Source: an optimization exercise on an open RTL-to-GDS flow (aim: small area). Production flows keep margins and buffers that such runs may drop.
Where RTL was checked, it was by simulation tests only, not by an equivalence proof against the original.
Only the layout flow was run in run 5; the RTL was not checked for function there.
Power is estimated from default activity; no workload was simulated.

===== flow/design.v =====
package dsp_pkg;
	localparam int data_width = 16;
	localparam int n_blocks = 16;
	localparam int n_block_regs = 2;
	localparam int n_channels = 16;
	localparam int skid_depth = 2;
	localparam int skid_ptr_width = $clog2(skid_depth);
	typedef logic signed [data_width - 1 : 0] sample_t;
	typedef logic signed [2 * data_width - 1 : 0] product_t;
	typedef logic [$clog2(n_blocks) - 1 : 0] block_addr_t;
	typedef logic [$clog2(n_blocks) : 0] block_count_t;
	typedef logic [$clog2(n_channels) - 1 : 0] channel_addr_t;
	typedef logic [4 : 0] shift_t;
	typedef logic [31 : 0] instr_t;
	localparam channel_addr_t input_channel = 1;
	localparam channel_addr_t output_channel = 0;
	localparam product_t sample_max = 32'sd32767;
	localparam product_t sample_min = -32'sd32768;
	localparam int src_a_lsb = 0;
	localparam int src_b_lsb = 4;
	localparam int src_c_lsb = 8;
	localparam int dest_lsb = 12;
	localparam int shift_lsb = 16;
	localparam int src_b_reg_bit = 21;
	localparam int src_c_reg_bit = 22;
	localparam int saturate_disable_bit = 23;
	typedef struct packed {
		logic instr_write;
		logic reg_write;
		block_addr_t block_target;
		logic reg_target;
		instr_t instr_val;
		sample_t reg_val;
	} command_t;
	typedef struct packed {
		channel_addr_t dest;
		sample_t arg_a;
		sample_t arg_b;
		sample_t arg_c;
		shift_t shift;
		logic saturate_disable;
	} madd_op_t;
	typedef struct packed {
		channel_addr_t dest;
		sample_t value;
	} madd_result_t;
endpackage
`timescale 1ns/10ps
module dsp_core (
	input logic clk,
	input logic reset,
	input logic tick,
	input dsp_pkg::sample_t sample_in,
	input dsp_pkg::command_t command,
	output dsp_pkg::sample_t sample_out,
	output logic ready,
	output dsp_pkg::block_count_t n_blocks_running,
	output logic [31 : 0] commits_accepted
);
	logic [4 : 0] ph5;
	logic [3 : 0] ph;
	logic half;
	assign ph = ph5[3 : 0];
	assign half = ph5[4];
	logic flush;
	logic in_pass;
	logic fixlast;
	logic samp;
	logic [1 : 0] fr;
	logic [3 : 0] k;
	logic pend_i;
	logic pend_r;
	logic rt;
	logic f0, f1, f2, fixf;
	assign f0 = in_pass && fr == 2'd0;
	assign f1 = in_pass && fr == 2'd1;
	assign f2 = in_pass && fr == 2'd2;
	assign fixf = fixlast || (f0 && !samp);
	assign ready = ph5 == 5'd31 && !in_pass && !fixlast;
	logic acc_tick, acc_cmd, cmd_iw, cmd_rw;
	assign cmd_iw = ready && command.instr_write;
	assign cmd_rw = ready && command.reg_write;
	assign acc_tick = ready && tick;
	assign acc_cmd = cmd_iw || cmd_rw;
	logic [3 : 0] f_src_a, f_src_b, f_src_c, f_dest;
	logic [4 : 0] f_shift;
	logic f_breg, f_creg, f_satdis;
	logic [15 : 0] chr [16];
	logic [31 : 0] cfr [16];
	logic [23 : 0] ir [16];
	logic [15 : 0] clo, chi;
	logic [15 : 0] a_reg;
	logic [15 : 0] p_hi, p_lo;
	logic [31 : 0] p_full;
	assign p_full = {p_hi, p_lo};
	logic cy, s_last, c_last, ovf, sat_q, sign_q, ccy;
	logic we;
	logic [3 : 0] wtarget;
	logic wbit;
	logic sum_bit;
	logic sat_now, sign_now, sat_w, sign_w;
	assign sat_w = ph == 4'd0 ? sat_now : sat_q;
	assign sign_w = ph == 4'd0 ? sign_now : sign_q;
	assign we = samp || f2 || (fixf && sat_w);
	assign wtarget = samp ? 4'd1 : f_dest;
	logic fwd_we, fwd_bit;
	assign fwd_we = samp || (fixf && sat_w);
	assign fwd_bit = samp ? p_lo[0] : (ph == 4'd15 ? sign_w : !sign_w);
	assign wbit = f2 ? sum_bit : fwd_bit;
	logic [3 : 0] rsel;
	logic chv, cv, opbit;
	assign rsel = f0 ? f_src_a : (f1 ? f_src_b : f_src_c);
	assign chv = chr[rsel][0];
	assign cv = cfr[k][0];
	always_comb begin
		if (f0)
			opbit = (fwd_we && wtarget == f_src_a) ? fwd_bit : chv;
		else if (f1)
			opbit = f_breg ? cv : chv;
		else
			opbit = f_creg ? cv : chv;
	end
	always_ff @(posedge clk) begin
		for (int x = 0; x < 16; x++) begin
			logic bi;
			if (flush)
				bi = 1'b0;
			else if (we && wtarget == 4'(x))
				bi = wbit;
			else
				bi = chr[x][0];
			chr[x] <= {bi, chr[x][15 : 1]};
		end
	end
	logic cins;
	assign cins = pend_r && (half == !(k[0] ^ rt));
	always_ff @(posedge clk) begin
		for (int b = 0; b < 16; b++) begin
			logic bi;
			if (flush)
				bi = 1'b0;
			else if (cins && k == 4'(b))
				bi = p_lo[0];
			else
				bi = cfr[b][0];
			cfr[b] <= {bi, cfr[b][31 : 1]};
		end
	end
	logic ins;
	logic [23 : 0] ir_in;
	assign ins = pend_i && !half && ph == k;
	assign ir_in = ins ? {f_satdis, f_creg, f_breg, f_shift, f_dest, f_src_c, f_src_b, f_src_a} : ir[0];
	always_ff @(posedge clk) begin
		for (int s = 0; s < 15; s++)
			ir[s] <= ir[s + 1];
		ir[15] <= ir_in;
	end
	logic ld_a, ld_bc, ld_d;
	assign ld_a = (f2 && ph == k + 4'd1) || (!in_pass && !fixlast && half && ph == 4'd0);
	assign ld_bc = f0 && ph == k;
	assign ld_d = f1 && ph == k;
	always_ff @(posedge clk) begin
		if (cmd_iw) begin
			f_src_a <= command.instr_val[3 : 0];
			f_src_b <= command.instr_val[7 : 4];
			f_src_c <= command.instr_val[11 : 8];
			f_dest <= command.instr_val[15 : 12];
			f_shift <= command.instr_val[20 : 16];
			f_breg <= command.instr_val[21];
			f_creg <= command.instr_val[22];
			f_satdis <= command.instr_val[23];
		end else begin
			if (ld_a)
				f_src_a <= ir[0][3 : 0];
			if (ld_bc) begin
				f_src_b <= ir[0][7 : 4];
				f_src_c <= ir[0][11 : 8];
				f_shift <= ir[0][20 : 16];
				f_breg <= ir[0][21];
				f_creg <= ir[0][22];
				f_satdis <= ir[0][23];
			end
			if (ld_d)
				f_dest <= ir[0][15 : 12];
		end
	end
	logic mul, sub;
	logic [15 : 0] addend;
	logic [16 : 0] t;
	assign mul = f1 && opbit;
	assign sub = ph == 4'd15;
	assign addend = mul ? (sub ? ~a_reg : a_reg) : 16'd0;
	assign t = {p_hi[15], p_hi} + {addend[15], addend} + {16'd0, mul && sub};
	logic rot;
	assign rot = !in_pass || samp;
	always_ff @(posedge clk) begin
		if (f0)
			a_reg <= {opbit, a_reg[15 : 1]};
		p_hi <= {f0 ? 1'b0 : t[16], t[15 : 1]};
		if (acc_tick)
			p_lo <= sample_in;
		else if (cmd_rw)
			p_lo <= command.reg_val;
		else
			p_lo <= {rot ? p_lo[0] : t[0], p_lo[15 : 1]};
	end
	logic q, cy_in;
	assign q = p_full[f_shift];
	assign cy_in = ph == 4'd0 ? 1'b0 : cy;
	assign sum_bit = q ^ opbit ^ cy_in;
	logic s16, cy17, s17;
	assign s16 = q ^ c_last ^ cy;
	assign cy17 = (q & c_last) | (q & cy) | (c_last & cy);
	assign s17 = q ^ c_last ^ cy17;
	assign sat_now = !f_satdis && (ovf || s_last != s16 || s16 != s17);
	assign sign_now = ovf ? p_full[31] : s17;
	always_ff @(posedge clk) begin
		cy <= (q & opbit) | (q & cy_in) | (opbit & cy_in);
		s_last <= sum_bit;
		c_last <= opbit;
		ovf <= (ph == 4'd0 ? 1'b0 : ovf)
			| (!f_shift[4] && ph >= f_shift[3 : 0] && (p_full[16] ^ p_full[31]));
		if (ph == 4'd0) begin
			sat_q <= sat_now;
			sign_q <= sign_now;
		end
	end
	always_ff @(posedge clk) begin
		if (reset) begin
			ph5 <= '0;
			flush <= 1'b1;
			in_pass <= 1'b0;
			fixlast <= 1'b0;
			samp <= 1'b0;
			pend_i <= 1'b0;
			pend_r <= 1'b0;
			n_blocks_running <= '0;
		end else begin
			ph5 <= ph5 + 1'b1;
			if (ph5 == 5'd31)
				flush <= 1'b0;
			if (ph5 == 5'd15)
				pend_i <= 1'b0;
			if (ph5 == 5'd31)
				pend_r <= 1'b0;
			if (acc_tick) begin
				in_pass <= 1'b1;
				samp <= 1'b1;
				fr <= 2'd0;
				k <= 4'd0;
			end else if (acc_cmd) begin
				k <= command.block_target;
				rt <= command.reg_target;
				pend_i <= command.instr_write;
				pend_r <= command.reg_write;
				if (command.instr_write
					&& {1'b0, command.block_target} + 5'd1 > n_blocks_running)
					n_blocks_running <= {1'b0, command.block_target} + 5'd1;
			end else if (ph == 4'd15) begin
				if (fixlast)
					fixlast <= 1'b0;
				if (in_pass) begin
					samp <= 1'b0;
					case (fr)
						2'd0: begin
							if (n_blocks_running == '0)
								in_pass <= 1'b0;
							else
								fr <= 2'd1;
						end
						2'd1: fr <= 2'd2;
						default: begin
							if ({1'b0, k} + 5'd1 == n_blocks_running) begin
								in_pass <= 1'b0;
								fixlast <= 1'b1;
							end else begin
								k <= k + 4'd1;
								fr <= 2'd0;
							end
						end
					endcase
				end
			end
		end
	end
	logic cadd_lo, cadd_hi, nb, ccy_in, lo_in, hi_in;
	assign cadd_lo = samp;
	assign cadd_hi = f1 && k == 4'd0;
	assign nb = ph < 4'd5 ? n_blocks_running[ph[2 : 0]] : 1'b0;
	assign ccy_in = ph == 4'd0 ? 1'b0 : ccy;
	assign lo_in = cadd_lo ? clo[0] ^ nb ^ ccy_in : clo[0];
	assign hi_in = cadd_hi ? chi[0] ^ ccy : chi[0];
	always_ff @(posedge clk) begin
		if (cadd_lo)
			ccy <= (clo[0] & nb) | (clo[0] & ccy_in) | (nb & ccy_in);
		else if (cadd_hi)
			ccy <= chi[0] & ccy;
		if (reset) begin
			clo <= '0;
			chi <= '0;
		end else begin
			clo <= {lo_in, clo[15 : 1]};
			chi <= {hi_in, chi[15 : 1]};
		end
	end
	always_comb begin
		for (int j = 0; j < 16; j++) begin
			commits_accepted[j] = clo[(j + 1) % 16];
			commits_accepted[16 + j] = chi[(j + 1) % 16];
		end
	end
	always_ff @(posedge clk) begin
		if (reset)
			sample_out <= '0;
		else if (acc_tick) begin
			for (int j = 0; j < 16; j++)
				sample_out[j] <= chr[0][(j + 1) % 16];
		end
	end
endmodule

===== flow/run.sh =====
#!/bin/bash
# synth_recipe.tcl (not shown) runs the flow's synth.tcl, then flattens the netlist and writes it again
# the make line also repeats each setting of config.mk as NAME=value (left out here)
make -C /OpenROAD-flow-scripts/flow DESIGN_CONFIG=/design/flow/config.mk WORK_HOME=/design/flow/orfs CLKGATE_MAP_FILE= SYNTH_SCRIPT=/design/flow/synth_recipe.tcl finish

===== flow/config.mk =====
export PLATFORM = sky130hd
export DESIGN_NAME = dsp_core
export DESIGN_NICKNAME = dsp_core
export VERILOG_FILES = /design/flow/design.v
export SDC_FILE = /design/flow/constraint.sdc
export NUM_CORES = 4
export LEC_CHECK = 0
export CAP_MARGIN = 20
export CORE_MARGIN = 2
export CORE_UTILIZATION = 40
export CTS_BUF_LIST = sky130_fd_sc_hd__clkbuf_16
export CTS_CLUSTER_DIAMETER = 100
export CTS_CLUSTER_SIZE = 32
export SLEW_MARGIN = 20

===== flow/constraint.sdc =====
create_clock -name core_clock -period 10.0 [get_ports {clk}]
set_input_delay 2.0000 -clock core_clock [delete_from_list [all_inputs] [get_ports {clk}]]
set_output_delay 2.0000 -clock core_clock [all_outputs]
set_load 0.01 [all_outputs]

==> results.json, run 1 <==
{
  "total_power_w": 0.00770,
  "critPathBufInv": 1,
  "die_h_um": 286,
  "period_share": 0.688,
  "worst_slew_pin_slew_ns": 0.993,
  "cts_tree": "done",
  "clk_path_buf_depth": 3,
  "drt_iter0_drc": 789,
  "min_period_ns": 6.88,
  "netlist_area_um2": 31700,
  "avgSynthCellArea_um2": 15.3,
  "synth_cells": 2079,
  "clockPowerShare": 0.315,
  "critPathMaxStageDelay_ns": 0.83,
  "cp_max_fo": 17,
  "slew_violations": 0,
  "ir_drop_v": 0.000103,
  "globalRouteOverflowTotal": 0,
  "status": "no timing/DRC/antenna violations",
  "numCtsBuffers": 49,
  "hold_viol": 0,
  "grt_use_total": 0.116,
  "cp_common_cell": "fa_1",
  "cpLargestDelayFamily": "compound AO/OA/AOI/OAI gates",
  "synth_top_area_share": 0.791,
  "p_switching_w": 0.00150,
  "clkLatencyLatePin_ns": 0.63,
  "grt_antenna_before_repair": 3,
  "rows": 103,
  "grt_max_degree": 68,
  "crit_type": "flop to flop",
  "crit_arrival_ns": 7.44,
  "first_pass_iters": 5,
  "htree_num_levels": 2,
  "area_growth_pct": 12.0,
  "setup_tns_ns": 0,
  "dp_hpwl_um": 31300,
  "ys_seq_elements": 1302,
  "utilization": 0.451,
  "dpl_cell_area_um2": 34100,
  "vias_per_cell": 4.25,
  "critical-path-slowest-cell": "edfxtp_1",
  "p_per_area_nw_per_um2": 217,
  "yosysWarnings": 4,
  "synth_edf_count": 48,
  "maxSlewHeadroom": 0.336,
  "cts_resized": 0,
  "root_buffer": "clkbuf_16",
  "post-place-ws_ns": 3.10,
  "ys_seq_area_frac": 0.836,
  "power.leakage_nw": 13.7,
  "synth_top_area_cell": "dfxtp_1",
  "initial_core_util": 0.403,
  "seq_power_share": 0.677,
  "p_int_w": 0.00620,
  "yosysMostFrequentCell": "dfxtp_1",
  "combinationalPowerShare": 0.007,
  "worstSetupEndpointType": "flop",
  "crit_chain": "mux4_2 -> mux4_2 -> mux2_2 -> fa_1 -> or3_1 -> a21oi_1 -> o31ai_4 -> o2111ai_1 -> nand2_1 -> o311ai_4 -> nor2_1 -> fa_1 -> inv_1 -> fa_1 -> nor2b_1 -> o21ai_0 -> a21oi_1 -> nor3_1 -> o31ai_1 -> a31oi_1 -> xnor2_1",
  "switching_share": 0.195,
  "holdBufCountCts": 0,
  "skew_ns": 0.0359,
  "post_cts_buffers": 0,
  "first_global_vias": 13900,
  "dieWidth_um": 286,
  "clk_pin_slew_ns": 0.11,
  "drcViolationCount": 0,
  "drtAntennaViolNets": 0,
  "crit_required_ns": 10.56,
  "io_buffers": 119,
  "clkSinkCount": 1302,
  "setup_ws_ns": 3.12,
  "syn_nets": 2193,
  "fmax_mhz": 145,
  "top_regs": "cfr: 512 flops, ir: 384 flops, chr: 256 flops",
  "wl_um": 47500,
  "gp_congestion": 0.820,
  "ys_types": 68,
  "hp-class": "flop to flop",
  "regMostFlops": "cfr",
  "largest_reg_flops": 512,
  "synth_area_leaders": "dfxtp_1 79%, edfxtp_1 4.5%, mux2i_1 2.0%",
  "drive_gt1_frac": 0.0580,
  "die_area_um2": 81600,
  "setup_viol": 0,
  "synthFlopType": "dfxtp_1",
  "core-area_um2": 78700,
  "worst_setup_path_start_kind": "flop",
  "design_area_um2": 35500,
  "rsz0062_at_grt": "no",
  "nNetsFinal": 2319,
  "wl_per_cell_um": 14.5,
  "route.vias.total": 13900,
  "maxCapViolCount": 0,
  "io_pins": 128,
  "grt_first_pass_wirelength_um": 75600,
  "async_reset_ff_frac": 0,
  "synthTopCellsByCount": "1254 x dfxtp_1, 164 x nand2_1, 79 x nor2_1, 65 x mux2i_1, 48 x edfxtp_1"
}
==> final timing paths <==
| kind | to | from | slack [ns] | cells after the start |
|---|---|---|---|---|
| max | p_hi[13] | f_shift[0] | 3.12 | 21 |
| min | chr[10][10] | chr[10][11] | 0.32 | 0 |
| max reg2reg | p_hi[13] | f_shift[0] | 3.12 | 21 |
| min reg2reg | chr[10][10] | chr[10][11] | 0.32 | 0 |
==> worst reg2reg max path: stages (launching register included) <==
cell and delay [ns]:
edfxtp_1 0.83, mux4_2 0.66, mux4_2 0.49, mux2_2 0.33
fa_1 0.47, or3_1 0.38, a21oi_1 0.26, o31ai_4 0.12
o2111ai_1 0.24, nand2_1 0.14, o311ai_4 0.68, nor2_1 0.17
fa_1 0.48, inv_1 0.10, fa_1 0.22, nor2b_1 0.06
o21ai_0 0.22, a21oi_1 0.13, nor3_1 0.24, o31ai_1 0.20
a31oi_1 0.26, xnor2_1 0.15
==> cell usage in the layout, fill, tap and decap left out, drive strengths merged, types with 3 or more instances in the layout <==
master            n
a21o             11
a22oi             6
xor2             10
dfxtp          1254
nor2b            44
o21ai            34
nand2b            7
mux2             31
a21oi            37
inv              41
nand3b            4
nor4              5
clkdlybuf4s50   118
edfxtp           48
a211oi            6
nor3             19
a31oi             4
nand2           164
and2              4
buf              12
o32a              3
nor3b             5
fa                6
mux4             11
ha               34
or3b              3
nand4             5
xnor2            42
o21a              3
and3             12
nand3            12
mux2i            66
o31ai             3
a22o              3
clkbuf           51
nor2             79
==> layout make-up <==
cell class	instances	area [µm²]
fillers	6845	43200
flip-flops and latches	1302	26500
multi-input cells	698	4870
well taps	1050	1310
clock buffers	51	1280
repair buffers	130	1270
clock inverters	19	171
inverters	24	90.1
diodes	1	2.50
==> power groups by stage <==
stage,registers (W),clock network [W],logic [W]
6_report,0.00522,0.00243,0.0000573
5_1_grt,0.00522,0.00271,0.0000619
4_1_cts,0.00522,0.00253,0.0000579
3_5_place_dp,0.00534,0,0.0000575
3_3_place_gp,0.00534,0,0.0000558
2_1_floorplan,0.00533,0,0.0000257
==> per-layer routing <==
metal,track usage,vias up,share of wire
met4,0.0329,2,0.023
li1,-,6968,-
met1,0.166,6682,0.51
met2,0.182,202,0.43
met5,0,-,0.00027
met3,0.0211,73,0.039
==> kinds of logic after synthesis <==
kind of cell | Yosys count | share of synthesized area
buffers and inverters | 79 | 0.0109
XOR/XNOR | 52 | 0.0143
AND/OR/NAND/NOR | 368 | 0.0536
flip-flops | 1302 | 0.836
adder cells (fa/ha/maj) | 40 | 0.0172
multiplexers | 108 | 0.0400
AO/OA/AOI/OAI | 130 | 0.0277
==> metrics by stage <==
stage               hold WS [ns]  instances
floorplan                  0.310       2079
global placement           0.310       3204
detailed placement         0.312       3204
CTS                        0.317       3274
global route               0.317       3274
finish                     0.316       3275
==> run 2, diff against run 1 <==
--- a/flow/config.mk
+++ b/flow/config.mk
@@ -8,7 +8,4 @@
 export CAP_MARGIN = 20
 export CORE_MARGIN = 2
 export CORE_UTILIZATION = 40
-export CTS_BUF_LIST = sky130_fd_sc_hd__clkbuf_16
-export CTS_CLUSTER_DIAMETER = 100
-export CTS_CLUSTER_SIZE = 32
 export SLEW_MARGIN = 20
==> run 2 against run 1 <==
  * Still clean
  * Sequential power about the same
  * Utilization increased by 3.2 points
  * Worst setup slack got worse by 0.041 ns
  * Register-to-register slack got worse by 0.04 ns
  * Cell count increased by 4.4%
  * Clock power increased by 84%
  * Largest cell class unchanged
  * Highest routed layer unchanged
==> results.json, run 2 <==
{
  "status": "no timing/DRC/antenna violations",
  "setup_ws_ns": 3.08,
  "setup_tns_ns": 0,
  "cp_max_fo": 17,
  "p_per_area_nw_per_um2": 256,
  "crit_required_ns": 10.57,
  "ys_seq_area_frac": 0.836,
  "min_period_ns": 6.92,
  "clkSinkCount": 1302,
  "design_area_um2": 38100,
  "netlist_area_um2": 31700,
  "clockPowerShare": 0.458,
  "dieWidth_um": 286,
  "root_buffer": "clkbuf_16",
  "vias_per_cell": 4.22,
  "area_growth_pct": 20.0,
  "syn_nets": 2193,
  "hold_viol": 0,
  "drtAntennaViolNets": 0,
  "die_h_um": 286,
  "regMostFlops": "cfr",
  "io_pins": 128,
  "yosysWarnings": 4,
  "wl_um": 49300,
  "post_cts_buffers": 0,
  "worstSetupEndpointType": "flop",
  "nNetsFinal": 2386,
  "cts_resized": 0,
  "utilization": 0.484,
  "switching_share": 0.194,
  "async_reset_ff_frac": 0,
  "first_pass_iters": 4,
  "hp-class": "flop to flop",
  "multi_input_area_um2": 4870,
  "synthTopCellsByCount": "1254 x dfxtp_1, 164 x nand2_1, 79 x nor2_1, 65 x mux2i_1, 48 x edfxtp_1",
  "maxCapViolCount": 0,
  "p_int_w": 0.00785,
  "maxSlewHeadroom": 0.333,
  "ir_drop_v": 0.000158,
  "clk_path_buf_depth": 3,
  "seq_power_share": 0.536,
  "first_global_vias": 14800,
  "synth_top_area_share": 0.791,
  "htree_num_levels": 3,
  "grt_max_degree": 68,
  "rows": 103,
  "final_common_cell": "dfxtp_1",
  "cts_tree": "done",
  "synth_area_leaders": "dfxtp_1 79%, edfxtp_1 4.5%, mux2i_1 2.0%",
  "synth_cells": 2079,
  "drive_gt1_frac": 0.110,
  "synthFlopType": "dfxtp_1",
  "yosysMostFrequentCell": "dfxtp_1",
  "drcViolationCount": 0,
  "crit_type": "flop to flop",
  "numCtsBuffers": 116,
  "core-area_um2": 78700,
  "io_buffers": 119,
  "grt_first_pass_wirelength_um": 79000,
  "avgSynthCellArea_um2": 15.3,
  "grt_use_total": 0.122,
  "period_share": 0.692,
  "grt_antenna_before_repair": 4,
  "combinationalPowerShare": 0.006,
  "total_power_w": 0.00974,
  "dpl_cell_area_um2": 34100,
  "setup_viol": 0,
  "worst_slew_pin_slew_ns": 0.998,
  "wl_per_cell_um": 14.4,
  "clkLatencyLatePin_ns": 0.67,
  "post-place-ws_ns": 3.10,
  "ys_types": 68,
  "holdBufCountCts": 0,
  "rsz0062_at_grt": "no",
  "drt_iter0_drc": 838,
  "slew_violations": 0,
  "crit_arrival_ns": 7.49,
  "worst_setup_path_start_kind": "flop",
  "skew_ns": 0.0294,
  "final_cell_mix": "1254 x dfxtp_1, 164 x nand2_1, 118 x clkbuf_16, 118 x clkdlybuf4s50_1, 79 x nor2_1",
  "globalRouteOverflowTotal": 0,
  "die_area_um2": 81600,
  "regArea_um2": 26500,
  "largest_reg_flops": 512,
  "fmax_mhz": 145,
  "clk_pin_slew_ns": 0.06,
  "synth_edf_count": 48,
  "p_switching_w": 0.00189,
  "top_regs": "cfr: 512 flops, ir: 384 flops, chr: 256 flops",
  "power.leakage_nw": 14.9,
  "gp_congestion": 0.820,
  "fillers": 6617,
  "initial_core_util": 0.403,
  "synth_top_area_cell": "dfxtp_1",
  "dp_hpwl_um": 31300,
  "route.vias.total": 14400,
  "ys_seq_elements": 1302
}
[run 2: layout make-up]
class / instances / area share
sequential: 1302 / 0.697
timing repair buffer: 130 / 0.0333
clock inverter: 55 / 0.0180
tap: 1050 / 0.0345
clock buffer: 159 / 0.0871
multi-input combinational: 698 / 0.128
antenna: 1 / 0.0000657
inverter: 24 / 0.00236
[run 2: critical path, stage by stage, from the launching register on]
cell and delay (ns):
edfxtp_1 0.81, mux4_2 0.65, mux4_2 0.49, mux2_2 0.33, fa_1 0.47, or3_1 0.38
a21oi_1 0.25, o31ai_4 0.11, o2111ai_1 0.24, nand2_1 0.14, o311ai_4 0.69, nor2_1 0.16
fa_1 0.48, inv_1 0.10, fa_1 0.22, nor2b_1 0.06, o21ai_0 0.22, a21oi_1 0.13
nor3_1 0.25, o31ai_1 0.20, a31oi_1 0.26, xnor2_1 0.15
[run 2: cells by family (layout without fill, tap and decap cells)]
group                    after synthesis  in the layout  share of synthesized area
flip-flops                          1302           1302                      0.836
AND/OR/NAND/NOR                      368            368                     0.0536
AO/OA/AOI/OAI                        130            130                     0.0277
multiplexers                         108            108                     0.0400
buffers and inverters                 79            368                     0.0109
XOR/XNOR                              52             52                     0.0143
adder cells (fa/ha/maj)               40             40                     0.0172
other                                  0              1                          0
[run 2: worst paths after layout]
path / start / endpoint / slack, ns / cells past startpoint
max reg2reg: f_shift[0] / p_hi[13] / 3.08 / 21
max: f_shift[0] / p_hi[13] / 3.08 / 21
min: ir[1][1] / ir[0][1] / 0.30 / 0
min reg2reg: ir[1][1] / ir[0][1] / 0.30 / 0
[run 2: metal layers]
metal,vias to the layer above,share of wire,track usage
met4,2,0.028,0.0504
met1,6844,0.49,0.167
met2,282,0.43,0.187
li1,7193,-,-
met5,-,0.00026,0
met3,107,0.052,0.0297
[run 2: per-stage QoR]
stage          cells  hold slack (ns)
2_1_floorplan   2079            0.310
3_3_place_gp    3204            0.310
3_5_place_dp    3204            0.312
4_1_cts         3418            0.300
5_1_grt         3418            0.303
6_report        3419            0.296
[run 2: power by group through the flow]
stage / combinational (W) / clock, W / sequential [W]
after floorplan: 0.0000257 / 0 / 0.00533
after global placement: 0.0000558 / 0 / 0.00534
after detailed placement: 0.0000575 / 0 / 0.00534
after CTS: 0.0000580 / 0.00459 / 0.00522
after global routing: 0.0000619 / 0.00481 / 0.00522
final: 0.0000571 / 0.00446 / 0.00522
==> run 3, diff against run 2 <==
--- a/flow/config.mk
+++ b/flow/config.mk
@@ -8,4 +8,7 @@
 export CAP_MARGIN = 20
 export CORE_MARGIN = 2
 export CORE_UTILIZATION = 40
+export CTS_BUF_LIST = sky130_fd_sc_hd__clkbuf_8
+export CTS_CLUSTER_DIAMETER = 80
+export CTS_CLUSTER_SIZE = 18
 export SLEW_MARGIN = 20
==> run 3 against run 2 <==
  * Critical path depth stayed put
  * Via count is 1.9% lower
  * Non-clock buffer count stayed put
  * Utilization is 3.3 points lower
  * Critical path type unchanged
  * Largest cell class unchanged
==> results.json, run 3 <==
{
  "drcViolationCount": 0,
  "first_pass_iters": 5,
  "hold_viol": 0,
  "top_regs": "cfr: 512 flops, ir: 384 flops, chr: 256 flops",
  "period_share": 0.689,
  "initial_core_util": 0.403,
  "grt_antenna_before_repair": 3,
  "reg2reg_slack_ns": 3.11,
  "crit_chain": "mux4_2 -> mux4_2 -> mux2_2 -> fa_1 -> or3_1 -> a21oi_1 -> o31ai_4 -> o2111ai_1 -> nand2_1 -> o311ai_4 -> nor2_1 -> fa_1 -> inv_1 -> fa_1 -> nor2b_1 -> o21ai_0 -> a21oi_1 -> nor3_1 -> o31ai_1 -> a31oi_1 -> xnor2_1",
  "crit_required_ns": 10.63,
  "die_h_um": 286,
  "final_cell_mix": "1254 x dfxtp_1, 164 x nand2_1, 118 x clkdlybuf4s50_1",
  "final_common_cell": "dfxtp_1",
  "avgSynthCellArea_um2": 15.3,
  "first_global_vias": 14300,
  "clkLatencyLatePin_ns": 0.70,
  "grt_first_pass_wirelength_um": 77100,
  "syn_nets": 2193,
  "top_usage_layer": "met2",
  "critPathBufInv": 1,
  "hp-start": "cfr[10][10]",
  "numCtsBuffers": 85,
  "ir_drop_v": 0.000110,
  "dp_hpwl_um": 31300,
  "vias_per_cell": 4.26,
  "maxCapViolCount": 0,
  "p_per_area_nw_per_um2": 215,
  "grt_use_total": 0.119,
  "crit_type": "flop to flop",
  "grt_max_degree": 68,
  "critical-path-slowest-cell": "edfxtp_1",
  "hp-class": "flop to flop",
  "use_met1": 0.166,
  "io_pins": 128,
  "rows": 103,
  "cts_tree": "done",
  "hold_depth": 0,
  "crit_arrival_ns": 7.51,
  "synth_top_area_cell": "dfxtp_1",
  "core-area_um2": 78700,
  "min_period_ns": 6.89,
  "grt.met2_usage": 0.183,
  "slew_violations": 0,
  "synthTopCellsByCount": "1254 x dfxtp_1, 164 x nand2_1, 79 x nor2_1, 65 x mux2i_1, 48 x edfxtp_1",
  "synth_cells": 2079,
  "yosysMostFrequentCell": "dfxtp_1",
  "synth_edf_count": 48,
  "synth_area_leaders": "dfxtp_1 79%, edfxtp_1 4.5%, mux2i_1 2.0%",
  "synth_top_area_share": 0.791,
  "rsz0062_at_grt": "no",
  "worstHoldEndpoint": "cfr[10][9]",
  "r2r-end": "p_hi[13]",
  "worst_setup_path_start_kind": "flop",
  "regMostFlops": "cfr",
  "netlist_area_um2": 31700,
  "htree_num_levels": 3,
  "skew_ns": 0.0526,
  "hold_ws_ns": 0.304,
  "drtAntennaViolNets": 0,
  "area_growth_pct": 11.9,
  "cpLargestDelayFamily": "compound AO/OA/AOI/OAI gates",
  "wl_um": 48300,
  "clkSinkCount": 1302,
  "clk_pin_slew_ns": 0.11,
  "io_buffers": 119,
  "wl_per_cell_um": 14.5,
  "largest_reg_flops": 512,
  "root_buffer": "clkbuf_8",
  "critPathMaxStageDelay_ns": 0.82,
  "status": "no timing/DRC/antenna violations",
  "yosysWarnings": 4,
  "drive_gt1_frac": 0.0749,
  "power.leakage_nw": 13.7,
  "gp_congestion": 0.820,
  "post_cts_buffers": 0,
  "nNetsFinal": 2355,
  "cts_resized": 0,
  "die_area_um2": 81600,
  "fmax_mhz": 145,
  "worstSetupEndpointType": "flop",
  "clk_path_buf_depth": 3,
  "cp_max_fo": 17,
  "grtUsageMet3": 0.0275,
  "synthFlopType": "dfxtp_1",
  "r2r_cells": 21,
  "r2r-start": "f_shift[0]",
  "maxSlewHeadroom": 0.303,
  "cp_common_cell": "fa_1",
  "setup_tns_ns": 0,
  "setup_viol": 0,
  "worst_slew_pin_slew_ns": 1.04,
  "route.vias.total": 14200,
  "globalRouteOverflowTotal": 0,
  "ys_seq_elements": 1302,
  "dieWidth_um": 286,
  "ys_seq_area_frac": 0.836,
  "holdBufCountCts": 0,
  "drt_iter0_drc": 757,
  "fillers": 6870,
  "ys_types": 68,
  "async_reset_ff_frac": 0
}
run 3: how the worst max path moves through the flow:
stage / start / end / slack (ns) / cells after the start
final: f_shift[0] / p_hi[13] / 3.11 / 21
after floorplan: f_shift[0] / p_hi[13] / 4.00 / 23
after global placement: f_shift[0] / p_hi[13] / 3.15 / 21
after detailed placement: f_shift[0] / p_hi[13] / 3.10 / 21
after CTS: f_shift[0] / p_hi[13] / 3.00 / 21
after global routing: f_shift[0] / p_hi[13] / 2.56 / 21
run 3: final cells by class:
cell class / instances / area [µm²] / share of cell area
diodes: 3 / 7.51 / 0.000211
clock buffers: 87 / 1200 / 0.0337
clock inverters: 29 / 219 / 0.00617
inverters: 24 / 90.1 / 0.00254
multi-input cells: 698 / 4870 / 0.137
flip-flops and latches: 1302 / 26500 / 0.747
well taps: 1050 / 1310 / 0.0370
repair buffers: 130 / 1270 / 0.0357
run 3: cells by family after synthesis:
| kind of cell | synth area share |
|---|---|
| flops | 0.836 |
| buf+inv | 0.0109 |
| xor+xnor | 0.0143 |
| compound gates | 0.0277 |
| mux | 0.0400 |
| simple gates | 0.0536 |
| fa+ha+maj | 0.0172 |
run 3: worst reg2reg max path, cell delays in order (launching register included):
cell,delay [ns]
edfxtp_1,0.82
mux4_2,0.65
mux4_2,0.49
mux2_2,0.33
fa_1,0.47
or3_1,0.38
a21oi_1,0.26
o31ai_4,0.12
o2111ai_1,0.24
nand2_1,0.14
o311ai_4,0.68
nor2_1,0.17
fa_1,0.48
inv_1,0.10
fa_1,0.22
nor2b_1,0.06
o21ai_0,0.22
a21oi_1,0.13
nor3_1,0.25
o31ai_1,0.20
a31oi_1,0.26
xnor2_1,0.15
run 3: power by group:
group,internal (W),switching [W],leakage (nW)
registers,0.00521,0.00000371,10.5
logic,0.0000330,0.0000244,2.47
clock network,0.000846,0.00150,0.779
total,0.00609,0.00153,13.7
run 3: metrics by stage:
step | instance area (µm²) | instances | worst slack, ns | total power [W] | utilization
4_1_cts | 35500 | 3320 | 3.00 | 0.00773 | 0.451
5_1_grt | 35500 | 3322 | 2.56 | 0.00793 | 0.451
2_1_floorplan | 31700 | 2079 | 4.00 | 0.00536 | -
3_5_place_dp | 34100 | 3204 | 3.10 | 0.00539 | 0.433
3_3_place_gp | 34100 | 3204 | 3.15 | 0.00539 | 0.433
6_report | 35500 | 3323 | 3.11 | 0.00762 | 0.451
run 3: layer usage:
metal | wire length (µm) | vias up | share of wire
li1 | - | 7045 | -
met1 | 24000 | 6739 | 0.50
met2 | 20600 | 267 | 0.43
met3 | 2260 | 108 | 0.047
met4 | 1420 | 2 | 0.029
met5 | 13 | - | 0.00027
==> run 4, diff against run 3 <==
==> flow/flow/run.sh (new file) <==
#!/bin/bash
# The standard ORFS layout (standard.sh, which also runs the standard synthesis), with two
# arguments changed: ports are buffered with the smallest buffer, and clock tree synthesis
# inserts no dummy loads. Each tool's output is kept in the ORFS logs under orfs/logs/.
set -euo pipefail
export BUFFER_PORTS_ARGS="-buffer_cell sky130_fd_sc_hd__buf_1"
export CTS_ARGS="-sink_clustering_enable -repair_clock_nets -sink_clustering_size 18 -sink_clustering_max_diameter 80 -buf_list sky130_fd_sc_hd__clkbuf_8 -dont_use_dummy_load"
bash standard.sh finish > standard_flow.log 2>&1
==> flow/standard.sh (new file) <==
#!/bin/bash
# synth_recipe.tcl (not shown) runs the flow's synth.tcl, then flattens the netlist and writes it again
# the make line also repeats each setting of config.mk as NAME=value (left out here)
make -C /OpenROAD-flow-scripts/flow DESIGN_CONFIG=/design/flow/config.mk WORK_HOME=/design/flow/orfs CLKGATE_MAP_FILE= SYNTH_SCRIPT=/design/flow/synth_recipe.tcl "${@:-finish}"
removed: flow/run.sh
==> run 4 against run 3 <==
  * First-iteration DRC count down 4.8%
  * Via count is essentially flat
  * Clock skew rose by 0.012 ns
  * Clock-buffer cell count down 2
  * Critical endpoint unchanged
  * Largest power group unchanged
==> results.json, run 4 <==
{
  "ir_drop_v": 0.000105,
  "synthFlopType": "dfxtp_1",
  "rsz0062_at_grt": "no",
  "largest_reg_flops": 512,
  "async_reset_ff_frac": 0,
  "numCtsBuffers": 85,
  "min_period_ns": 6.96,
  "regMostFlops": "cfr",
  "wl_um": 48100,
  "setup_tns_ns": 0,
  "die_area_um2": 81600,
  "synth_edf_count": 48,
  "worstSetupEndpointType": "flop",
  "io_pins": 128,
  "grt_antenna_before_repair": 5,
  "drt_iter0_drc": 721,
  "avgSynthCellArea_um2": 15.3,
  "grt_max_degree": 68,
  "grt_use_total": 0.118,
  "drive_gt1_frac": 0.0684,
  "io_buffers": 119,
  "nNetsFinal": 2354,
  "htree_num_levels": 3,
  "status": "no timing/DRC/antenna violations",
  "initial_core_util": 0.403,
  "top_regs": "cfr: 512 flops, ir: 384 flops, chr: 256 flops",
  "drcViolationCount": 0,
  "globalRouteOverflowTotal": 0,
  "clk_pin_slew_ns": 0.10,
  "total_power_w": 0.00744,
  "vias_per_cell": 4.30,
  "core-area_um2": 78700,
  "slew_violations": 0,
  "synth_top_area_share": 0.791,
  "synthTopCellsByCount": "1254 x dfxtp_1, 164 x nand2_1, 79 x nor2_1, 65 x mux2i_1, 48 x edfxtp_1",
  "cts_resized": 0,
  "skew_ns": 0.0641,
  "die_h_um": 286,
  "final_common_cell": "dfxtp_1",
  "fmax_mhz": 144,
  "root_buffer": "clkbuf_8",
  "rows": 103,
  "drtAntennaViolNets": 0,
  "holdBufCountCts": 0,
  "yosysWarnings": 4,
  "clkSinkCount": 1302,
  "worst_setup_path_start_kind": "flop",
  "grt_first_pass_wirelength_um": 75800,
  "dpl_cell_area_um2": 33300,
  "post_cts_buffers": 0,
  "crit_type": "flop to flop",
  "ys_seq_elements": 1302,
  "crit_start": "f_shift[0]",
  "clkLatencyLatePin_ns": 0.69,
  "hp-class": "flop to flop",
  "dp_hpwl_um": 31400,
  "ys_seq_area_frac": 0.836,
  "hold_viol": 0,
  "wl_per_cell_um": 14.6,
  "gp_congestion": 0.817,
  "power.leakage_nw": 13.3,
  "reg2reg_slack_ns": 3.04,
  "r2r-end": "p_hi[13]",
  "utilization": 0.438,
  "p_per_area_nw_per_um2": 215,
  "ys_types": 68,
  "hold_ws_ns": 0.259,
  "setup_viol": 0,
  "area_growth_pct": 8.77,
  "synth_cells": 2079,
  "synth_area_leaders": "dfxtp_1 79%, edfxtp_1 4.5%, mux2i_1 2.0%",
  "cts_tree": "done",
  "maxSlewHeadroom": 0.347,
  "worst_slew_pin_slew_ns": 0.977,
  "syn_nets": 2193,
  "maxCapViolCount": 0,
  "r2r_cells": 21,
  "yosysMostFrequentCell": "dfxtp_1",
  "synth_top_area_cell": "dfxtp_1",
  "crit_path_end": "p_hi[13]",
  "first_pass_iters": 5,
  "dieWidth_um": 286,
  "cp_max_fo": 17,
  "final_cell_mix": "1254 x dfxtp_1, 164 x nand2_1, 118 x buf_1",
  "crit_required_ns": 10.59,
  "r2r-start": "f_shift[0]",
  "clk_path_buf_depth": 3,
  "period_share": 0.696,
  "fillers": 6985,
  "design_area_um2": 34500,
  "route.vias.total": 14200,
  "crit_arrival_ns": 7.55,
  "first_global_vias": 14000,
  "netlist_area_um2": 31700
}
## run 4: cell types whose count changed in the layout (fill, tap and decap cells not counted), sizes merged, moves of 2 or more
| cell | previous run | this run |
|---|---|---|
| clkinvlp | 2 | 0 |
| diode | 3 | 5 |
| buf | 12 | 128 |
| clkdlybuf4s50 | 118 | 0 |
| clkinv | 4 | 0 |
| inv | 46 | 24 |
## run 4: worst max-delay path, stage by stage (launching register included)
cell and delay (ns):
edfxtp_1 0.86, mux4_2 0.65, mux4_2 0.49, mux2_2 0.33, fa_1 0.46, or3_1 0.38
a21oi_1 0.26, o31ai_4 0.12, o2111ai_1 0.25, nand2_1 0.14, o311ai_4 0.73, nor2_1 0.16
fa_1 0.47, inv_1 0.09, fa_1 0.21, nor2b_1 0.06, o21ai_0 0.22, a21oi_1 0.13
nor3_1 0.26, o31ai_1 0.21, a31oi_1 0.23, xnor2_1 0.14
## run 4: metrics by stage
stage	setup WS, ns	cells
final	3.04	3293
after global routing	2.52	3291
after CTS	2.96	3288
after detailed placement	3.07	3203
after global placement	3.13	3203
after floorplan	4.00	2079
## run 4: worst min path at each step
| stage | from | to | slack [ns] | depth (start not counted) |
|---|---|---|---|---|
| floorplan | cfr[0][1] | cfr[0][0] | 0.31 | 0 |
| global placement | ir[1][12] | ir[0][12] | 0.31 | 0 |
| detailed placement | cfr[5][19] | cfr[5][18] | 0.31 | 0 |
| CTS | cfr[6][29] | cfr[6][28] | 0.26 | 0 |
| global route | cfr[6][29] | cfr[6][28] | 0.26 | 0 |
| finish | cfr[6][29] | cfr[6][28] | 0.26 | 0 |
## run 4: per-layer routing
metal | GRT usage | part of all wire
met3 | 0.0294 | 0.048
met1 | 0.164 | 0.49
met2 | 0.180 | 0.42
met4 | 0.0448 | 0.032
met5 | 0 | 0.00054
## run 4: final cells by class
| cell class | instances | area [µm²] | area share |
|---|---|---|---|
| inverters | 24 | 90.1 | 0.00261 |
| well taps | 1050 | 1310 | 0.0381 |
| flip-flops and latches | 1302 | 26500 | 0.769 |
| multi-input cells | 698 | 4870 | 0.141 |
| clock buffers | 85 | 1170 | 0.0339 |
| repair buffers | 129 | 523 | 0.0151 |
| diodes | 5 | 12.5 | 0.000362 |
## run 4: kinds of logic (layout without fill, tap and decap cells)
family                   Yosys count  count (layout)  share of synthesized area
flip-flops                      1302            1302                      0.836
buffers and inverters             79             238                     0.0109
adder cells (fa/ha/maj)           40              40                     0.0172
AND/OR/NAND/NOR                  368             368                     0.0536
multiplexers                     108             108                     0.0400
other                              0               5                          0
XOR/XNOR                          52              52                     0.0143
AO/OA/AOI/OAI                    130             130                     0.0277
## run 4: power breakdown
group / internal, W / leakage [nW] / total [W] / switching [W]
sequential: 0.00521 / 10.5 / 0.00521 / 0.00000359
clock: 0.000766 / 0.611 / 0.00218 / 0.00142
combinational: 0.0000166 / 2.17 / 0.0000408 / 0.0000242
==> run 5, diff against run 4 <==
--- a/flow/design.v
+++ b/flow/design.v
@@ -57,11 +57,11 @@
 	output dsp_pkg::block_count_t n_blocks_running,
 	output logic [31 : 0] commits_accepted
 );
-	logic [4 : 0] ph5;
+	logic [6 : 0] ph7;
 	logic [3 : 0] ph;
-	logic half;
-	assign ph = ph5[3 : 0];
-	assign half = ph5[4];
+	logic [2 : 0] pfr;
+	assign ph = ph7[3 : 0];
+	assign pfr = ph7[6 : 4];
 	logic flush;
 	logic in_pass;
 	logic fixlast;
@@ -76,7 +76,7 @@
 	assign f1 = in_pass && fr == 2'd1;
 	assign f2 = in_pass && fr == 2'd2;
 	assign fixf = fixlast || (f0 && !samp);
-	assign ready = ph5 == 5'd31 && !in_pass && !fixlast;
+	assign ready = ph7 == 7'd127 && !in_pass && !fixlast;
 	logic acc_tick, acc_cmd, cmd_iw, cmd_rw;
 	assign cmd_iw = ready && command.instr_write;
 	assign cmd_rw = ready && command.reg_write;
@@ -86,7 +86,7 @@
 	logic [4 : 0] f_shift;
 	logic f_breg, f_creg, f_satdis;
 	logic [15 : 0] chr [16];
-	logic [31 : 0] cfr [16];
+	logic [127 : 0] cfr [4];
 	logic [23 : 0] ir [16];
 	logic [15 : 0] clo, chi;
 	logic [15 : 0] a_reg;
@@ -111,7 +111,7 @@
 	logic chv, cv, opbit;
 	assign rsel = f0 ? f_src_a : (f1 ? f_src_b : f_src_c);
 	assign chv = chr[rsel][0];
-	assign cv = cfr[k][0];
+	assign cv = cfr[{k[3], k[0]}][0];
 	always_comb begin
 		if (f0)
 			opbit = (fwd_we && wtarget == f_src_a) ? fwd_bit : chv;
@@ -133,22 +133,24 @@
 		end
 	end
 	logic cins;
-	assign cins = pend_r && (half == !(k[0] ^ rt));
+	logic [2 : 0] cslot;
+	assign cslot = {k[1 : 0], 1'b0} + k[2 : 0] + 3'd1 + {2'd0, rt};
+	assign cins = pend_r && pfr == cslot;
 	always_ff @(posedge clk) begin
-		for (int b = 0; b < 16; b++) begin
+		for (int b = 0; b < 4; b++) begin
 			logic bi;
 			if (flush)
 				bi = 1'b0;
-			else if (cins && k == 4'(b))
+			else if (cins && {k[3], k[0]} == 2'(b))
 				bi = p_lo[0];
 			else
 				bi = cfr[b][0];
-			cfr[b] <= {bi, cfr[b][31 : 1]};
+			cfr[b] <= {bi, cfr[b][127 : 1]};
 		end
 	end
 	logic ins;
 	logic [23 : 0] ir_in;
-	assign ins = pend_i && !half && ph == k;
+	assign ins = pend_i && pfr == 3'd0 && ph == k;
 	assign ir_in = ins ? {f_satdis, f_creg, f_breg, f_shift, f_dest, f_src_c, f_src_b, f_src_a} : ir[0];
 	always_ff @(posedge clk) begin
 		for (int s = 0; s < 15; s++)
@@ -156,7 +158,7 @@
 		ir[15] <= ir_in;
 	end
 	logic ld_a, ld_bc, ld_d;
-	assign ld_a = (f2 && ph == k + 4'd1) || (!in_pass && !fixlast && half && ph == 4'd0);
+	assign ld_a = (f2 && ph == k + 4'd1) || (!in_pass && !fixlast && pfr == 3'd7 && ph == 4'd0);
 	assign ld_bc = f0 && ph == k;
 	assign ld_d = f1 && ph == k;
 	always_ff @(posedge clk) begin
@@ -227,7 +229,7 @@
 	end
 	always_ff @(posedge clk) begin
 		if (reset) begin
-			ph5 <= '0;
+			ph7 <= '0;
 			flush <= 1'b1;
 			in_pass <= 1'b0;
 			fixlast <= 1'b0;
@@ -236,12 +238,12 @@
 			pend_r <= 1'b0;
 			n_blocks_running <= '0;
 		end else begin
-			ph5 <= ph5 + 1'b1;
-			if (ph5 == 5'd31)
+			ph7 <= ph7 + 1'b1;
+			if (ph7 == 7'd127)
 				flush <= 1'b0;
-			if (ph5 == 5'd15)
+			if (ph7 == 7'd15)
 				pend_i <= 1'b0;
-			if (ph5 == 5'd31)
+			if (ph7 == 7'd127)
 				pend_r <= 1'b0;
 			if (acc_tick) begin
 				in_pass <= 1'b1;
--- a/flow/config.mk
+++ b/flow/config.mk
@@ -5,6 +5,7 @@
 export SDC_FILE = /design/flow/constraint.sdc
 export NUM_CORES = 4
 export LEC_CHECK = 0
+export ABC_AREA = 1
 export CAP_MARGIN = 20
 export CORE_MARGIN = 2
 export CORE_UTILIZATION = 40
==> run 5 against run 4 <==
  * First-iteration DRC count is 12% higher
  * Utilization is 0.12 points lower
  * Register-to-register slack better by 0.42 ns
  * Sequential share of layout area is 0.46 points higher
  * Total power is 0.30% higher
  * Die area is 0.51% lower
  * Critical endpoint unchanged
  * Largest cell class unchanged
==> results.json, run 5 <==
{
  "hp-class": "flop to flop",
  "worst_setup_path_start_kind": "flop",
  "clk_path_buf_depth": 3,
  "fillers": 7090,
  "status": "no timing/DRC/antenna violations",
  "grt_antenna_before_repair": 1,
  "worstSetupEndpointType": "flop",
  "htree_num_levels": 3,
  "holdBufCountCts": 0,
  "final_common_cell": "dfxtp_1",
  "async_reset_ff_frac": 0,
  "ir_drop_v": 0.0000846,
  "dieWidth_um": 285,
  "route.vias.total": 14800,
  "cp_max_fo": 18,
  "synthTopCellsByCount": "1256 x dfxtp_1, 205 x nand2_1, 159 x nor2_1, 116 x inv_1, 88 x o21ai_0",
  "setup_viol": 0,
  "grt_max_degree": 44,
  "design_area_um2": 34400,
  "area_growth_pct": 8.84,
  "netlist_area_um2": 31600,
  "root_buffer": "clkbuf_8",
  "core-area_um2": 78600,
  "yosysMostFrequentCell": "dfxtp_1",
  "rsz0062_at_grt": "no",
  "setup_tns_ns": 0,
  "numCtsBuffers": 84,
  "critPathMaxStageDelay_ns": 0.67,
  "power.leakage_nw": 13.7,
  "slew_violations": 0,
  "critical-path-slowest-cell": "edfxtp_1",
  "syn_nets": 2365,
  "wl_per_cell_um": 14.1,
  "worst_slew_pin_slew_ns": 1.05,
  "largest_reg_flops": 512,
  "io_pins": 128,
  "die_area_um2": 81200,
  "dpl_cell_area_um2": 33200,
  "drive_gt1_frac": 0.0611,
  "rows": 103,
  "drt_iter0_drc": 810,
  "io_buffers": 119,
  "hold_viol": 0,
  "initial_core_util": 0.402,
  "regMostFlops": "cfr",
  "avgSynthCellArea_um2": 14.0,
  "synth_cells": 2252,
  "clk_pin_slew_ns": 0.11,
  "top_regs": "cfr: 512 flops, ir: 384 flops, chr: 256 flops",
  "cts_resized": 0,
  "skew_ns": 0.0752,
  "maxSlewHeadroom": 0.294,
  "synthFlopType": "dfxtp_1",
  "clkSinkCount": 1304,
  "ys_types": 54,
  "post_cts_buffers": 0,
  "min_period_ns": 6.54,
  "fmax_mhz": 153,
  "crit_required_ns": 10.59,
  "gp_congestion": 0.861,
  "synth_top_area_cell": "dfxtp_1",
  "synth_area_leaders": "dfxtp_1 80%, edfxtp_1 4.6%, nand2_1 2.4%",
  "grt_use_total": 0.122,
  "maxCapViolCount": 0,
  "dp_hpwl_um": 31400,
  "die_h_um": 285,
  "first_global_vias": 14500,
  "yosysWarnings": 4,
  "first_pass_iters": 5,
  "period_share": 0.654,
  "drtAntennaViolNets": 0,
  "drcViolationCount": 0,
  "ys_seq_elements": 1304,
  "vias_per_cell": 4.27,
  "final_cell_mix": "1256 x dfxtp_1, 205 x nand2_1, 159 x nor2_1",
  "hold_ws_ns": 0.260,
  "clkLatencyLatePin_ns": 0.68,
  "grt_first_pass_wirelength_um": 78300,
  "synth_edf_count": 48,
  "cts_tree": "done",
  "ys_seq_area_frac": 0.842,
  "wl_um": 49200,
  "nNetsFinal": 2539,
  "crit_arrival_ns": 7.13,
  "crit_type": "flop to flop",
  "globalRouteOverflowTotal": 0,
  "synth_top_area_share": 0.796,
  "p_per_area_nw_per_um2": 217
}
==> run 5: kinds of logic after synthesis <==
group                      Yosys count  synth area share
xor gates and xnor gates            48            0.0133
AOI/OAI and AO/OA                  225            0.0409
and+or+nand+nor                    465            0.0639
buffers and inverters              165            0.0208
adders and majority gates           39            0.0171
DFF                               1304             0.842
muxes                                6           0.00210
==> run 5: worst paths after layout <==
path              startpoint        end  slack, ns  cells past startpoint
setup / recovery  f_shift[0]   p_hi[13]       3.46                     29
hold / removal     ir[12][2]  ir[11][2]       0.26                      0
setup reg to reg  f_shift[0]   p_hi[13]       3.46                     29
hold reg to reg    ir[12][2]  ir[11][2]       0.26                      0
==> run 5: cell type report <==
type	count	area [µm²]	area share
multi-input cells	783	4340	0.126
well taps	1050	1310	0.0382
inverters	127	477	0.0139
flip-flops and latches	1304	26600	0.773
diodes	1	2.50	0.0000728
clock buffers	84	1160	0.0336
repair buffers	126	500	0.0146
==> run 5: per-layer routing <==
layer / wire, µm / GRT usage / up-vias
met3: 2520 / 0.0237 / 101
met1: 25000 / 0.177 / 6965
met2: 20100 / 0.177 / 328
met4: 1490 / 0.0520 / 0
li1: - / - / 7433
met5: 0 / 0 / -
==> run 5: where the power goes <==
group | internal (W) | leakage (nW) | switching, W
Clock | 0.000758 | 0.604 | 0.00142
Sequential | 0.00522 | 10.5 | 0.00000852
Combinational | 0.0000200 | 2.55 | 0.0000334
==> run 5: stage by stage <==
stage	total power, W	utilization	worst slack [ns]	cells
2_1_floorplan	0.00538	-	5.07	2252
3_3_place_gp	0.00541	0.422	3.41	3390
3_5_place_dp	0.00541	0.422	3.45	3390
4_1_cts	0.00758	0.437	3.40	3474
5_1_grt	0.00778	0.437	2.84	3475
6_report	0.00746	0.437	3.46	3475
==> run 5: critical path, delay by kind of cell (launching register included) <==
family	cells	cell delay, ns
and+or+nand+nor	14	1.54
AOI/OAI and AO/OA	10	2.08
buffers and inverters	1	0.53
adders and majority gates	3	1.41
xor gates and xnor gates	1	0.14
DFF	1	0.67
==> run 6, diff against run 5 <==
--- a/flow/design.v
+++ b/flow/design.v
@@ -57,6 +57,30 @@
 	output dsp_pkg::block_count_t n_blocks_running,
 	output logic [31 : 0] commits_accepted
 );
+	function automatic logic [6 : 0] inc7(input logic [6 : 0] v);
+		logic c;
+		c = 1'b1;
+		for (int i = 0; i < 7; i++) begin
+			inc7[i] = v[i] ^ c;
+			c = c & v[i];
+		end
+	endfunction
+	function automatic logic [4 : 0] inc4(input logic [3 : 0] v);
+		logic c;
+		c = 1'b1;
+		for (int i = 0; i < 4; i++) begin
+			inc4[i] = v[i] ^ c;
+			c = c & v[i];
+		end
+		inc4[4] = c;
+	endfunction
+	function automatic logic ge5(input logic [4 : 0] a, input logic [4 : 0] b);
+		logic g;
+		g = 1'b1;
+		for (int i = 0; i < 5; i++)
+			g = (a[i] & !b[i]) | (!(a[i] ^ b[i]) & g);
+		ge5 = g;
+	endfunction
 	logic [6 : 0] ph7;
 	logic [3 : 0] ph;
 	logic [2 : 0] pfr;
@@ -134,7 +158,20 @@
 	end
 	logic cins;
 	logic [2 : 0] cslot;
-	assign cslot = {k[1 : 0], 1'b0} + k[2 : 0] + 3'd1 + {2'd0, rt};
+	always_comb begin
+		case (k[2 : 0])
+			3'd0: cslot = 3'd1;
+			3'd1: cslot = 3'd4;
+			3'd2: cslot = 3'd7;
+			3'd3: cslot = 3'd2;
+			3'd4: cslot = 3'd5;
+			3'd5: cslot = 3'd0;
+			3'd6: cslot = 3'd3;
+			default: cslot = 3'd6;
+		endcase
+		if (rt)
+			cslot = {cslot[2] ^ (cslot[1] & cslot[0]), cslot[1] ^ cslot[0], !cslot[0]};
+	end
 	assign cins = pend_r && pfr == cslot;
 	always_ff @(posedge clk) begin
 		for (int b = 0; b < 4; b++) begin
@@ -150,7 +187,7 @@
 	end
 	logic ins;
 	logic [23 : 0] ir_in;
-	assign ins = pend_i && pfr == 3'd0 && ph == k;
+	assign ins = pend_i && pfr == 3'd0 && k_match;
 	assign ir_in = ins ? {f_satdis, f_creg, f_breg, f_shift, f_dest, f_src_c, f_src_b, f_src_a} : ir[0];
 	always_ff @(posedge clk) begin
 		for (int s = 0; s < 15; s++)
@@ -158,9 +195,15 @@
 		ir[15] <= ir_in;
 	end
 	logic ld_a, ld_bc, ld_d;
-	assign ld_a = (f2 && ph == k + 4'd1) || (!in_pass && !fixlast && pfr == 3'd7 && ph == 4'd0);
-	assign ld_bc = f0 && ph == k;
-	assign ld_d = f1 && ph == k;
+	logic k_match, k_match_q;
+	logic [4 : 0] k_inc;
+	assign k_inc = inc4(k);
+	assign k_match = ph == k;
+	always_ff @(posedge clk)
+		k_match_q <= k_match;
+	assign ld_a = (f2 && k_match_q) || (!in_pass && !fixlast && pfr == 3'd7 && ph == 4'd0);
+	assign ld_bc = f0 && k_match;
+	assign ld_d = f1 && k_match;
 	always_ff @(posedge clk) begin
 		if (cmd_iw) begin
 			f_src_a <= command.instr_val[3 : 0];
@@ -192,7 +235,15 @@
 	assign mul = f1 && opbit;
 	assign sub = ph == 4'd15;
 	assign addend = mul ? (sub ? ~a_reg : a_reg) : 16'd0;
-	assign t = {p_hi[15], p_hi} + {addend[15], addend} + {16'd0, mul && sub};
+	always_comb begin
+		logic c;
+		c = mul && sub;
+		for (int i = 0; i < 16; i++) begin
+			t[i] = p_hi[i] ^ addend[i] ^ c;
+			c = (p_hi[i] & addend[i]) | (c & (p_hi[i] ^ addend[i]));
+		end
+		t[16] = p_hi[15] ^ addend[15] ^ c;
+	end
 	logic rot;
 	assign rot = !in_pass || samp;
 	always_ff @(posedge clk) begin
@@ -221,7 +272,7 @@
 		s_last <= sum_bit;
 		c_last <= opbit;
 		ovf <= (ph == 4'd0 ? 1'b0 : ovf)
-			| (!f_shift[4] && ph >= f_shift[3 : 0] && (p_full[16] ^ p_full[31]));
+			| (!f_shift[4] && ge5({1'b0, ph}, {1'b0, f_shift[3 : 0]}) && (p_full[16] ^ p_full[31]));
 		if (ph == 4'd0) begin
 			sat_q <= sat_now;
 			sign_q <= sign_now;
@@ -238,7 +289,7 @@
 			pend_r <= 1'b0;
 			n_blocks_running <= '0;
 		end else begin
-			ph7 <= ph7 + 1'b1;
+			ph7 <= inc7(ph7);
 			if (ph7 == 7'd127)
 				flush <= 1'b0;
 			if (ph7 == 7'd15)
@@ -256,8 +307,8 @@
 				pend_i <= command.instr_write;
 				pend_r <= command.reg_write;
 				if (command.instr_write
-					&& {1'b0, command.block_target} + 5'd1 > n_blocks_running)
-					n_blocks_running <= {1'b0, command.block_target} + 5'd1;
+					&& ge5({1'b0, command.block_target}, n_blocks_running))
+					n_blocks_running <= inc4(command.block_target);
 			end else if (ph == 4'd15) begin
 				if (fixlast)
 					fixlast <= 1'b0;
@@ -272,11 +323,11 @@
 						end
 						2'd1: fr <= 2'd2;
 						default: begin
-							if ({1'b0, k} + 5'd1 == n_blocks_running) begin
+							if (k_inc == n_blocks_running) begin
 								in_pass <= 1'b0;
 								fixlast <= 1'b1;
 							end else begin
-								k <= k + 4'd1;
+								k <= k_inc[3 : 0];
 								fr <= 2'd0;
 							end
 						end
@@ -288,7 +339,7 @@
 	logic cadd_lo, cadd_hi, nb, ccy_in, lo_in, hi_in;
 	assign cadd_lo = samp;
 	assign cadd_hi = f1 && k == 4'd0;
-	assign nb = ph < 4'd5 ? n_blocks_running[ph[2 : 0]] : 1'b0;
+	assign nb = !(ph[3] | (ph[2] & (ph[1] | ph[0]))) & n_blocks_running[ph[2 : 0]];
 	assign ccy_in = ph == 4'd0 ? 1'b0 : ccy;
 	assign lo_in = cadd_lo ? clo[0] ^ nb ^ ccy_in : clo[0];
 	assign hi_in = cadd_hi ? chi[0] ^ ccy : chi[0];
--- a/flow/config.mk
+++ b/flow/config.mk
@@ -5,7 +5,6 @@
 export SDC_FILE = /design/flow/constraint.sdc
 export NUM_CORES = 4
 export LEC_CHECK = 0
-export ABC_AREA = 1
 export CAP_MARGIN = 20
 export CORE_MARGIN = 2
 export CORE_UTILIZATION = 40
==> run 6 against run 5 <==
  * Utilization is 0.24 points higher
  * Total power fell by 0.85%
  * Highest routed layer unchanged
  * Worst hold slack better by 0.011 ns
  * Synthesized cell count down 15%
  * Non-clock buffer count is 2 lower
  * Wire length down 9.7%
  * Critical path type unchanged
  * Die area decreased by 0.82%
  * Clock skew fell by 0.011 ns
  * Area after synthesis shrank 0.83%
  * Sequential share of layout area grew 0.78 points
  * Largest cell class unchanged
  * Cell count down 9.9%
  * Critical endpoint is now p_hi[14]
  * Worst setup slack got worse by 2.6 ns
==> results.json, run 6 <==
{
  "status": "no timing/DRC/antenna violations",
  "slew_violations": 0,
  "regMostFlops": "cfr",
  "globalRouteOverflowTotal": 0,
  "synthFlopType": "dfxtp_1",
  "drtAntennaViolNets": 0,
  "dieWidth_um": 284,
  "combinationalPowerShare": 0.004,
  "period_share": 0.918,
  "top_regs": "cfr: 512 flops, ir: 384 flops, chr: 256 flops",
  "root_buffer": "clkbuf_8",
  "grt_max_degree": 70,
  "yosysWarnings": 4,
  "wl_um": 44400,
  "power.leakage_nw": 13.1,
  "grt_antenna_before_repair": 5,
  "dp_hpwl_um": 28500,
  "cts_resized": 0,
  "synth_edf_count": 48,
  "first_pass_iters": 5,
  "nNetsFinal": 2209,
  "worstSetupEndpointType": "flop",
  "clk_path_buf_depth": 3,
  "netlist_area_um2": 31300,
  "clk_pin_slew_ns": 0.12,
  "p_int_w": 0.00598,
  "clkSinkCount": 1305,
  "grt_first_pass_wirelength_um": 71900,
  "wl_per_cell_um": 14.2,
  "post_cts_buffers": 0,
  "async_reset_ff_frac": 0,
  "ys_types": 68,
  "multi_input_area_um2": 4420,
  "dpl_cell_area_um2": 32900,
  "p_per_area_nw_per_um2": 217,
  "rsz0062_at_grt": "no",
  "total_power_w": 0.00740,
  "fmax_mhz": 109,
  "synth_area_leaders": "dfxtp_1 80%, edfxtp_1 4.6%, mux2_2 1.7%",
  "yosysMostFrequentCell": "dfxtp_1",
  "regArea_um2": 26600,
  "crit_required_ns": 10.55,
  "synth_top_area_cell": "dfxtp_1",
  "io_buffers": 119,
  "worst_slew_pin_slew_ns": 1.05,
  "design_area_um2": 34100,
  "setup_viol": 0,
  "drive_gt1_frac": 0.0871,
  "crit_type": "flop to flop",
  "synth_top_area_share": 0.804,
  "fillers": 6900,
  "synth_cells": 1922,
  "rows": 102,
  "skew_ns": 0.0644,
  "critPathMaxStageDelay_ns": 0.57,
  "crit_arrival_ns": 9.73,
  "syn_nets": 2040,
  "die_area_um2": 80500,
  "numCtsBuffers": 83,
  "cp_common_cell": "fa_1",
  "drcViolationCount": 0,
  "largest_reg_flops": 512,
  "maxCapViolCount": 0,
  "grt_use_total": 0.112,
  "area_growth_pct": 8.73,
  "holdBufCountCts": 0,
  "route.vias.total": 13100,
  "hp-class": "flop to flop",
  "cp_max_fo": 19,
  "worst_setup_path_start_kind": "flop",
  "critPathBufInv": 2,
  "setup_tns_ns": 0,
  "ys_seq_elements": 1305,
  "initial_core_util": 0.404,
  "min_period_ns": 9.18,
  "p_switching_w": 0.00142,
  "vias_per_cell": 4.19,
  "cpLargestDelayFamily": "adder cells",
  "utilization": 0.440,
  "drt_iter0_drc": 591,
  "io_pins": 128,
  "hold_ws_ns": 0.271,
  "hold_viol": 0,
  "first_global_vias": 13400,
  "clkLatencyLatePin_ns": 0.70,
  "maxSlewHeadroom": 0.294,
  "die_h_um": 284,
  "seq_power_share": 0.706,
  "core-area_um2": 77500,
  "htree_num_levels": 3,
  "ys_seq_area_frac": 0.850,
  "final_common_cell": "dfxtp_1",
  "clockPowerShare": 0.290,
  "switching_share": 0.191,
  "cts_tree": "done",
  "avgSynthCellArea_um2": 16.3,
  "synthTopCellsByCount": "1257 x dfxtp_1, 76 x nand2_1, 53 x mux2i_1, 53 x nor2_1",
  "critical-path-slowest-cell": "dfxtp_1",
  "final_cell_mix": "1257 x dfxtp_1, 118 x buf_1, 83 x clkbuf_8",
  "gp_congestion": 0.804,
  "ir_drop_v": 0.000122
}
-- run 6: cell count changes in the layout (fill, tap and decap cells not counted), sizes merged, moves of 12 or more --
cell    change
a21oi      -49
a311oi     -12
fa         +14
inv       -102
mux2       +46
mux2i      +55
mux4       +12
nand2     -142
nand3      -20
nor2      -112
nor2b      +37
o21ai      -60
xor2       -22
-- run 6: path summary, 6_finish.rpt --
check                  start          to  slack (ns)  cells after the start
setup reg to reg     in_pass    p_hi[14]        0.82                     25
hold reg to reg   cfr[1][83]  cfr[1][82]        0.27                      0
hold / removal    cfr[1][83]  cfr[1][82]        0.27                      0
setup / recovery     in_pass    p_hi[14]        0.82                     25
-- run 6: final cells by class --
class	count	area share
flip-flops and latches	1305	0.781
multi-input cells	553	0.130
repair buffers	124	0.0143
diodes	3	0.000220
clock buffers	83	0.0335
inverters	24	0.00265
well taps	1040	0.0382
-- run 6: power groups by stage --
stage / registers (W) / logic (W) / clock network (W)
detailed placement: 0.00534 / 0.0000307 / 0
CTS: 0.00522 / 0.0000310 / 0.00225
floorplan: 0.00534 / 0.0000119 / 0
finish: 0.00522 / 0.0000306 / 0.00214
global route: 0.00523 / 0.0000342 / 0.00244
global placement: 0.00534 / 0.0000299 / 0
-- run 6: stage by stage --
| step | instances | setup slack [ns] |
|---|---|---|
| floorplan | 1922 | 1.74 |
| global placement | 3046 | 1.06 |
| detailed placement | 3046 | 0.827 |
| CTS | 3129 | 0.800 |
| global route | 3130 | 0.527 |
| finish | 3132 | 0.825 |
-- run 6: cells by family (layout without fill, tap and decap cells) --
family	after synthesis	count (layout)	synth area share
adder cells (fa/ha/maj)	44	44	0.0226
AND/OR/NAND/NOR	261	261	0.0440
XOR/XNOR	35	35	0.00979
flip-flops	1305	1305	0.850
multiplexers	119	119	0.0461
other	0	3	0
buffers and inverters	64	231	0.00971
AO/OA/AOI/OAI	94	94	0.0182
-- run 6: layer usage --
layer,vias to the layer above,share of wire,track usage
li1,6501,-,-
met1,6322,0.51,0.161
met2,217,0.42,0.164
met3,90,0.042,0.0264
met4,0,0.028,0.0410
met5,-,0,0

## what the ideal ports hide
Ports are ideal in the flow. The routed layouts listed here were re-timed in OpenROAD.
Step 1, drivers: a clkbuf_16 drives clk and a buf_2 each remaining input, both assumed.
Step 2 also shifts input and output timing later by t, the mid clock arrival at the registers, as if the neighbouring blocks saw the same clock.
a / b / c = ideal ports / drivers / drivers and shift; a / b = the first two.
run | t, ns | setup slack, ns | hold WS [ns]
run 1 | 0.668 | 3.121 / 3.121 / 3.121 | 0.316 / 0.316 / 0.316
run 2 | 0.716 | 3.080 / 3.080 / 3.080 | 0.296 / 0.296 / 0.296
run 3 | 0.738 | 3.110 / 3.110 / 3.110 | 0.304 / 0.304 / 0.304
run 4 | 0.713 | 3.039 / 3.039 / 3.039 | 0.259 / 0.259 / 0.259
run 5 | 0.707 | 3.461 / 3.461 / 3.461 | 0.260 / 0.260 / 0.260
run 6 | 0.704 | 0.825 / 0.825 / 0.825 | 0.271 / 0.271 / 0.271
After both steps every run listed still meets setup and hold.
